Source: an optimization exercise on an open RTL-to-GDS flow (aim: small area, a short achievable clock period and few clock cycles per item). Production flows keep margins and buffers that such runs may drop. RTL that was checked went through simulation tests only; none was proved equivalent to the original. No activity file was given, so power comes from the tool's default toggle rates.

## run a
==> flow/design.v <==
`default_nettype none
package cache_pkg;
  localparam int LINE_ADDR_LEN_DEF = 3;
  localparam int WORD_BYTES        = 4;
  typedef logic [1:0] state_t;
  localparam state_t IDLE  = 2'd0;
  localparam state_t BURST = 2'd1;
  localparam state_t DONE  = 2'd2;
  typedef logic [0:0] req_id_t;
  localparam req_id_t REQ_I = 1'b0;
  localparam req_id_t REQ_D = 1'b1;
endpackage
`default_nettype wire
`default_nettype none
module rr_arbiter2 (
  input  logic [1:0] req,
  input  cache_pkg::req_id_t last_grant,
  output logic       grant_valid,
  output cache_pkg::req_id_t grant_id
);
  always_comb begin
    grant_valid = |req;
    grant_id    = cache_pkg::REQ_I;
    if (req[cache_pkg::REQ_D] && req[cache_pkg::REQ_I]) begin
      grant_id = ~last_grant;
    end else if (req[cache_pkg::REQ_D]) begin
      grant_id = cache_pkg::REQ_D;
    end
  end
endmodule
`default_nettype wire
`default_nettype none
module cache_mem_arbiter #(
  parameter int LINE_ADDR_LEN = cache_pkg::LINE_ADDR_LEN_DEF,
  parameter int ADDR_W        = 32
) (
  input  logic                           clk,
  input  logic                           rst_n,
  input  logic                           i_req,
  input  logic                           i_we,
  input  logic [ADDR_W-1:0]              i_addr,
  input  logic [32*(1<<LINE_ADDR_LEN)-1:0] i_wline,
  output logic [32*(1<<LINE_ADDR_LEN)-1:0] i_rline,
  output logic                           i_done,
  input  logic                           d_req,
  input  logic                           d_we,
  input  logic [ADDR_W-1:0]              d_addr,
  input  logic [32*(1<<LINE_ADDR_LEN)-1:0] d_wline,
  output logic [32*(1<<LINE_ADDR_LEN)-1:0] d_rline,
  output logic                           d_done,
  output logic                           mem_req,
  output logic                           mem_we,
  output logic [ADDR_W-1:0]              mem_addr,
  output logic [31:0]                    mem_wdata,
  input  logic [31:0]                    mem_rdata,
  input  logic                           mem_ready,
  output logic [31:0]                    i_served_cnt,
  output logic [31:0]                    d_served_cnt
);
  localparam int                       LINE_WORDS = 1 << LINE_ADDR_LEN;
  localparam int                       WORD_SH    = $clog2(cache_pkg::WORD_BYTES);
  localparam int                       OFF_BITS   = LINE_ADDR_LEN + WORD_SH;
  localparam logic [LINE_ADDR_LEN-1:0] LAST_BEAT  = {LINE_ADDR_LEN{1'b1}};
  logic                      r_act;           
  cache_pkg::req_id_t        r_owner;         
  logic                      r_we;
  logic [LINE_ADDR_LEN-1:0]  r_beat;
  logic [ADDR_W-1:OFF_BITS]  r_line;          
  logic [31:0]               r_wdata;         
  logic                      r_nxt_valid;
  cache_pkg::req_id_t        r_nxt_id;
  logic                      r_i_busy, r_d_busy;    
  logic                      r_i_done, r_d_done;
  logic [32*LINE_WORDS-1:0]  r_i_rline, r_d_rline;
  logic [31:0]               r_i_served_cnt, r_d_served_cnt;
  logic [32*(LINE_WORDS-1)-1:0] r_buf;
  logic                      w_at_last, w_last, w_free, w_gnt;
  logic                      w_gnt_valid;
  cache_pkg::req_id_t        w_gnt_id, w_owner_n;
  logic                      w_i_pend, w_d_pend;
  logic [31:0]               w_word, w_next_word;
  logic [32*LINE_WORDS-1:0]  w_nxt_wline, w_own_wline;
  assign w_at_last = r_act & (r_beat == LAST_BEAT);
  assign w_last    = w_at_last & mem_ready;
  assign w_free    = ~r_act | (mem_ready & (r_beat == LAST_BEAT));
  assign w_gnt     = w_free & r_nxt_valid;
  assign w_owner_n = w_gnt ? r_nxt_id : r_owner;
  assign w_i_pend = i_req & ~r_i_busy & ~(w_gnt & (r_nxt_id == cache_pkg::REQ_I));
  assign w_d_pend = d_req & ~r_d_busy & ~(w_gnt & (r_nxt_id == cache_pkg::REQ_D));
  rr_arbiter2 u_rr (
    .req         ({w_d_pend, w_i_pend}),
    .last_grant  (w_owner_n),
    .grant_valid (w_gnt_valid),
    .grant_id    (w_gnt_id)
  );
  assign w_word      = r_we ? r_wdata : mem_rdata;
  assign w_nxt_wline = (r_nxt_id == cache_pkg::REQ_D) ? d_wline : i_wline;
  assign w_own_wline = (r_owner == cache_pkg::REQ_D) ? d_wline : i_wline;
  assign w_next_word = (~r_act | (r_beat == LAST_BEAT)) ? w_nxt_wline[31:0] :
                       w_own_wline[{r_beat + 1'b1, 5'd0} +: 32];
  always_ff @(posedge clk or negedge rst_n) begin
    if (!rst_n) begin
      r_act          <= 1'b0;
      r_owner        <= cache_pkg::REQ_I;
      r_beat         <= '0;
      r_nxt_valid    <= 1'b0;
      r_nxt_id       <= cache_pkg::REQ_I;
      r_i_busy       <= 1'b0;
      r_d_busy       <= 1'b0;
      r_i_done       <= 1'b0;
      r_d_done       <= 1'b0;
      r_i_rline      <= '0;
      r_d_rline      <= '0;
      r_i_served_cnt <= '0;
      r_d_served_cnt <= '0;
    end else begin
      r_act       <= w_gnt | (r_act & ~w_last);
      r_owner     <= w_owner_n;
      if (w_gnt)                      r_beat <= '0;
      else if (r_act & mem_ready)     r_beat <= r_beat + 1'b1;
      r_nxt_valid <= w_gnt_valid;
      r_nxt_id    <= w_gnt_id;
      r_i_busy    <= (r_i_busy & ~r_i_done) | (w_gnt & (r_nxt_id == cache_pkg::REQ_I));
      r_d_busy    <= (r_d_busy & ~r_d_done) | (w_gnt & (r_nxt_id == cache_pkg::REQ_D));
      r_i_done    <= w_last & (r_owner == cache_pkg::REQ_I);
      r_d_done    <= w_last & (r_owner == cache_pkg::REQ_D);
      if (w_last & (r_owner == cache_pkg::REQ_I)) r_i_rline <= {w_word, r_buf};
      if (w_last & (r_owner == cache_pkg::REQ_D)) r_d_rline <= {w_word, r_buf};
      r_i_served_cnt <= r_i_served_cnt + {31'd0, r_i_done};
      r_d_served_cnt <= r_d_served_cnt + {31'd0, r_d_done};
    end
  end
  always_ff @(posedge clk) begin
    if (w_gnt)
      r_we <= (r_nxt_id == cache_pkg::REQ_D) ? d_we : i_we;
    r_line <= (w_owner_n == cache_pkg::REQ_D) ? d_addr[ADDR_W-1:OFF_BITS] : i_addr[ADDR_W-1:OFF_BITS];
    if (~r_act | mem_ready)
      r_wdata <= w_next_word;
    for (int w = 0; w < LINE_WORDS - 1; w++)
      if (mem_ready && r_beat == LINE_ADDR_LEN'(w)) r_buf[32*w +: 32] <= w_word;
  end
  assign mem_req      = r_act;
  assign mem_we       = r_we;
  assign mem_addr     = {r_line, r_beat, {WORD_SH{1'b0}}};
  assign mem_wdata    = r_wdata;
  assign i_done       = r_i_done;
  assign d_done       = r_d_done;
  assign i_rline      = r_i_rline;
  assign d_rline      = r_d_rline;
  assign i_served_cnt = r_i_served_cnt;
  assign d_served_cnt = r_d_served_cnt;
endmodule
`default_nettype wire
clock: 6.0 ns
lec_check: 0
abc_clock_period_in_ps: 2500
cap_margin: 20
core_area: 10 10 450 450
die_area: 0 0 460 460
setup_slack_margin: 3.6
slew_margin: 20
standard.sh (not shown) runs the stock make flow with config.mk's settings and CLKGATE_MAP_FILE= SYNTH_SCRIPT=/design/flow/synth_recipe.tcl, a recipe that flattens the netlist after the stock synthesis.
==> flow/flow/run.sh <==
#!/bin/bash
# The standard layout (standard.sh), except that the port buffers that
# buffer_ports inserts are sky130_fd_sc_hd__buf_1 cells (the resizer still sizes
# them afterwards) instead of the delay cell it picks by default.
set -euo pipefail
export BUFFER_PORTS_ARGS="-buffer_cell sky130_fd_sc_hd__buf_1"
bash standard.sh finish > standard_make.log 2>&1
## Diff of input files: run b against run a
diff --git a/flow/design.v b/flow/design.v
--- a/flow/design.v
+++ b/flow/design.v
@@ -78,9 +78,10 @@
   logic                      w_gnt_valid;
   cache_pkg::req_id_t        w_gnt_id, w_owner_n;
   logic                      w_i_pend, w_d_pend;
   logic [31:0]               w_word, w_next_word;
-  logic [32*LINE_WORDS-1:0]  w_nxt_wline, w_own_wline;
+  logic [LINE_ADDR_LEN-1:0]  w_beat_n;
+  logic [32*LINE_WORDS-1:0]  w_owner_wl;
   assign w_at_last = r_act & (r_beat == LAST_BEAT);
   assign w_last    = w_at_last & mem_ready;
   assign w_free    = ~r_act | (mem_ready & (r_beat == LAST_BEAT));
   assign w_gnt     = w_free & r_nxt_valid;
@@ -93,12 +94,11 @@
     .grant_valid (w_gnt_valid),
     .grant_id    (w_gnt_id)
   );
   assign w_word      = r_we ? r_wdata : mem_rdata;
-  assign w_nxt_wline = (r_nxt_id == cache_pkg::REQ_D) ? d_wline : i_wline;
-  assign w_own_wline = (r_owner == cache_pkg::REQ_D) ? d_wline : i_wline;
-  assign w_next_word = (~r_act | (r_beat == LAST_BEAT)) ? w_nxt_wline[31:0] :
-                       w_own_wline[{r_beat + 1'b1, 5'd0} +: 32];
+  assign w_beat_n    = w_gnt ? '0 : ((r_act & mem_ready) ? r_beat + 1'b1 : r_beat);
+  assign w_owner_wl  = (w_owner_n == cache_pkg::REQ_D) ? d_wline : i_wline;
+  assign w_next_word = w_owner_wl[{w_beat_n, 5'd0} +: 32];
   always_ff @(posedge clk or negedge rst_n) begin
     if (!rst_n) begin
       r_act          <= 1'b0;
       r_owner        <= cache_pkg::REQ_I;
@@ -115,10 +115,9 @@
       r_d_served_cnt <= '0;
     end else begin
       r_act       <= w_gnt | (r_act & ~w_last);
       r_owner     <= w_owner_n;
-      if (w_gnt)                      r_beat <= '0;
-      else if (r_act & mem_ready)     r_beat <= r_beat + 1'b1;
+      r_beat      <= w_beat_n;
       r_nxt_valid <= w_gnt_valid;
       r_nxt_id    <= w_gnt_id;
       r_i_busy    <= (r_i_busy & ~r_i_done) | (w_gnt & (r_nxt_id == cache_pkg::REQ_I));
       r_d_busy    <= (r_d_busy & ~r_d_done) | (w_gnt & (r_nxt_id == cache_pkg::REQ_D));
@@ -130,13 +129,11 @@
       r_d_served_cnt <= r_d_served_cnt + {31'd0, r_d_done};
     end
   end
   always_ff @(posedge clk) begin
-    if (w_gnt)
-      r_we <= (r_nxt_id == cache_pkg::REQ_D) ? d_we : i_we;
-    r_line <= (w_owner_n == cache_pkg::REQ_D) ? d_addr[ADDR_W-1:OFF_BITS] : i_addr[ADDR_W-1:OFF_BITS];
-    if (~r_act | mem_ready)
-      r_wdata <= w_next_word;
+    r_we    <= (w_owner_n == cache_pkg::REQ_D) ? d_we : i_we;
+    r_line  <= (w_owner_n == cache_pkg::REQ_D) ? d_addr[ADDR_W-1:OFF_BITS] : i_addr[ADDR_W-1:OFF_BITS];
+    r_wdata <= w_next_word;
     for (int w = 0; w < LINE_WORDS - 1; w++)
       if (mem_ready && r_beat == LINE_ADDR_LEN'(w)) r_buf[32*w +: 32] <= w_word;
   end
   assign mem_req      = r_act;
Notes after the runs:
Run b finished every stage and its layout cleared the timing, design-rule and antenna checks.
On total power, run a beats run b.
Comparing met1 track demand over resource in global routing for run b and run a, the smaller number came from run a.
Between run b and run a, it is run b whose critical path depth is higher, by 9.
Against run a, run b comes in 1.5% higher on synthesized area.
Largest voltage drop on the vdd net: run b lower than run a
Taking run b over run a, the largest net degree at the start of global routing ratio works out to 1.4.
In run b the sequential-to-total area share from yosys stat turned out 1.9 points lower than in run a.
Taking run b as 1.0, run a lands at 0.938 on average vias per placed instance.
Function was not checked in any run of this note: the RTL went through the layout flow alone.

cache_mem_arbiter, a different RTL version from the one above (not shown whole).
Size: ~2300 cells after synthesis, roughly 930 flip-flops, about 1300 I/O pins.
Design cache_mem_arbiter, start of the top module:
module cache_mem_arbiter #(
  parameter int LINE_ADDR_LEN = cache_pkg::LINE_ADDR_LEN_DEF,
  parameter int ADDR_W        = 32
) (
  input  logic                           clk,
  input  logic                           rst_n,
  input  logic                           i_req,
  input  logic                           i_we,
  input  logic [ADDR_W-1:0]              i_addr,
  input  logic [32*(1<<LINE_ADDR_LEN)-1:0] i_wline,
  output logic [32*(1<<LINE_ADDR_LEN)-1:0] i_rline,
  output logic                           i_done,
  input  logic                           d_req,
  input  logic                           d_we,
  input  logic [ADDR_W-1:0]              d_addr,
  input  logic [32*(1<<LINE_ADDR_LEN)-1:0] d_wline,
  output logic [32*(1<<LINE_ADDR_LEN)-1:0] d_rline,
  output logic                           d_done,
  output logic                           mem_req,
  output logic                           mem_we,
  output logic [ADDR_W-1:0]              mem_addr,
  output logic [31:0]                    mem_wdata,
  ...
clock: 6.0 ns
lec_check: 0
abc_clock_period_in_ps: 2500
cap_margin: 20
core_area: 5 5 295 295
cts_cluster_diameter: 80
cts_cluster_size: 24
die_area: 0 0 300 300
setup_slack_margin: 5
slew_margin: 20
tns_end_percent: 0
==> flow/flow/run.sh <==
#!/bin/bash
# The standard layout (standard.sh) with three changes to how the ports are
# laid out; nothing else in the flow changes:
#  - the port buffers that buffer_ports inserts are sky130_fd_sc_hd__buf_1 cells
#    (the resizer still sizes them afterwards) instead of the delay cell it picks;
#  - pins may sit on neighbouring routing tracks, so that they fit on a smaller die;
#  - the clock pin is placed at the middle of the left edge (flow/io_pre.tcl) and
#    the other pins keep clear of it.
# All tool output goes to standard_make.log and ORFS's own logs under orfs/logs.
set -euo pipefail
export BUFFER_PORTS_ARGS="-buffer_cell sky130_fd_sc_hd__buf_1"
export PRE_IO_PLACEMENT_TCL="$PWD/flow/io_pre.tcl"
# The clock pin sits at the middle of the left edge; keep other pins 6 um away.
half=$(awk '/^export DIE_AREA/ {print ($NF - $(NF-2)) / 2}' config.mk)
export PLACE_PINS_ARGS="-min_distance 1 -min_distance_in_tracks -exclude left:$(awk -v h="$half" 'BEGIN{print h-6 "-" h+6}')"
bash standard.sh finish > standard_make.log 2>&1
==> flow/flow/io_pre.tcl <==
# Runs before place_pins (ORFS PRE_IO_PLACEMENT hook). Puts the clock pin at the
# middle of the left die edge on met3, on a met3 track; run.sh keeps the other
# pins a few um away from it, since the clock net is routed with wider spacing.
set block [ord::get_db_block]
set dbu [$block getDbUnitsPerMicron]
set die [$block getDieArea]
set mid [expr {([$die yMin] + [$die yMax]) / 2.0 / $dbu}]
set y [expr {0.34 + 0.68 * round(($mid - 0.34) / 0.68)}]
place_pin -pin_name clk -layer met3 -location [list 0.4 $y] -pin_size {0.8 0.3}
Testbench counts at the start, summed over its fixed seeds: cycles 5,894, lines 640.
Rerun with:
--- a/flow/design.v
+++ b/flow/design.v
@@ -70,16 +70,17 @@
   logic [LINE_WORDS-1:0]     r_slot;          
   logic [ADDR_W-1:OFF_BITS]  r_line;          
   logic [31:0]               r_wdata;         
   logic [LINE_WORDS-1:0]     r_i_sel, r_d_sel;    
   logic                      r_nxt_valid;
   cache_pkg::req_id_t        r_nxt_id;
   logic                      r_i_busy, r_d_busy;    
   logic                      r_i_fin, r_d_fin;      
+  logic                      r_i_keep, r_d_keep;    
   logic                      r_i_done, r_d_done;
   logic [32*LINE_WORDS-1:0]  r_i_rline, r_d_rline;
   logic [31:0]               r_i_served_cnt, r_d_served_cnt;
   logic [32*(LINE_WORDS-1)-1:0] r_buf;
   logic [31:0]               r_word;
   logic                      w_at_last, w_last, w_free, w_gnt;
   logic                      w_gnt_valid;
   cache_pkg::req_id_t        w_gnt_id, w_owner_n;
@@ -130,16 +131,18 @@
       r_d_sel        <= '0;
       r_wdata        <= '0;
       r_nxt_valid    <= 1'b0;
       r_nxt_id       <= cache_pkg::REQ_I;
       r_i_busy       <= 1'b0;
       r_d_busy       <= 1'b0;
       r_i_fin        <= 1'b0;
       r_d_fin        <= 1'b0;
+      r_i_keep       <= 1'b1;
+      r_d_keep       <= 1'b1;
       r_i_done       <= 1'b0;
       r_d_done       <= 1'b0;
       r_i_rline      <= '0;
       r_d_rline      <= '0;
       r_i_served_cnt <= '0;
       r_d_served_cnt <= '0;
     end else begin
       r_act       <= w_gnt | (~r_idle & ~w_last);
@@ -153,20 +156,24 @@
       if (r_idle | mem_ready)
         r_wdata <= w_next_word;
       r_nxt_valid <= w_gnt_valid;
       r_nxt_id    <= w_gnt_id;
       r_i_busy    <= (r_i_busy & ~r_i_done) | (w_gnt & (r_nxt_id == cache_pkg::REQ_I));
       r_d_busy    <= (r_d_busy & ~r_d_done) | (w_gnt & (r_nxt_id == cache_pkg::REQ_D));
       r_i_fin     <= w_last & (r_owner == cache_pkg::REQ_I);
       r_d_fin     <= w_last & (r_owner == cache_pkg::REQ_D);
+      r_i_keep    <= ~(w_last & (r_owner == cache_pkg::REQ_I));
+      r_d_keep    <= ~(w_last & (r_owner == cache_pkg::REQ_D));
       r_i_done    <= r_i_fin;
       r_d_done    <= r_d_fin;
-      if (r_i_fin) r_i_rline <= {r_word, r_buf};
-      if (r_d_fin) r_d_rline <= {r_word, r_buf};
+      r_i_rline   <= ({(32*LINE_WORDS){r_i_fin}}  & {r_word, r_buf}) |
+                     ({(32*LINE_WORDS){r_i_keep}} & r_i_rline);
+      r_d_rline   <= ({(32*LINE_WORDS){r_d_fin}}  & {r_word, r_buf}) |
+                     ({(32*LINE_WORDS){r_d_keep}} & r_d_rline);
       r_i_served_cnt <= r_i_served_cnt + {31'd0, r_i_done};
       r_d_served_cnt <= r_d_served_cnt + {31'd0, r_d_done};
     end
   end
   always_ff @(posedge clk) begin
     r_we   <= (w_owner_n == cache_pkg::REQ_D) ? d_we : i_we;
     r_rd   <= (w_owner_n == cache_pkg::REQ_D) ? ~d_we : ~i_we;
     r_line <= (w_owner_n == cache_pkg::REQ_D) ? d_addr[ADDR_W-1:OFF_BITS] : i_addr[ADDR_W-1:OFF_BITS];
Register-to-register slack gets better by 0.06 ns.
Routed wire length rises by about 12%.
Clock-buffer cell count fell by 2.
Cell count grows by 0.85%.
Total power rose by 66%.
Global-route usage increases by 3.9 points.
Testbench counts after the change, summed over its fixed seeds: cycles 5,894, lines 640.

## re-timing with driven ports
The flow's constraints put no driver on any port. The routed layouts listed below were extracted and timed again, unchanged, in two steps. Step 1 (the two cells are an assumption about what drives the block):
set clk [get_ports {clk}]
set_driving_cell -lib_cell sky130_fd_sc_hd__clkbuf_16 $clk
set_driving_cell -lib_cell sky130_fd_sc_hd__buf_2 [delete_from_list [all_inputs] $clk]
Step 2, shift: input delay + t, output delay - t, t = (earliest + latest rising clock arrival at the registers) / 2. This alone moves slack from input paths to output paths. a / b / c = ideal ports / drivers / drivers and shift; a / b = the first two.
run	t, ns	setup WS [ns]	hold slack, ns	latest minus earliest clock arrival (ns)
run a	0.807	3.303 / 3.225 / 2.879	0.428 / 0.428 / 0.428	0.075 / 0.075
run b	0.802	3.175 / 3.175 / 2.382	0.455 / 0.455 / 0.455	0.075 / 0.075
the first run of note 2	0.666	3.458 / 3.408 / 2.813	0.481 / 0.481 / 0.481	0.060 / 0.059
the second run of note 2	0.663	3.522 / 3.473 / 2.965	0.482 / 0.482 / 0.482	0.035 / 0.035
After both steps every run listed still meets setup and hold. The setup slack of run b, which loses most, moves by 0.000 ns with the drivers and by -0.793 ns with both steps.
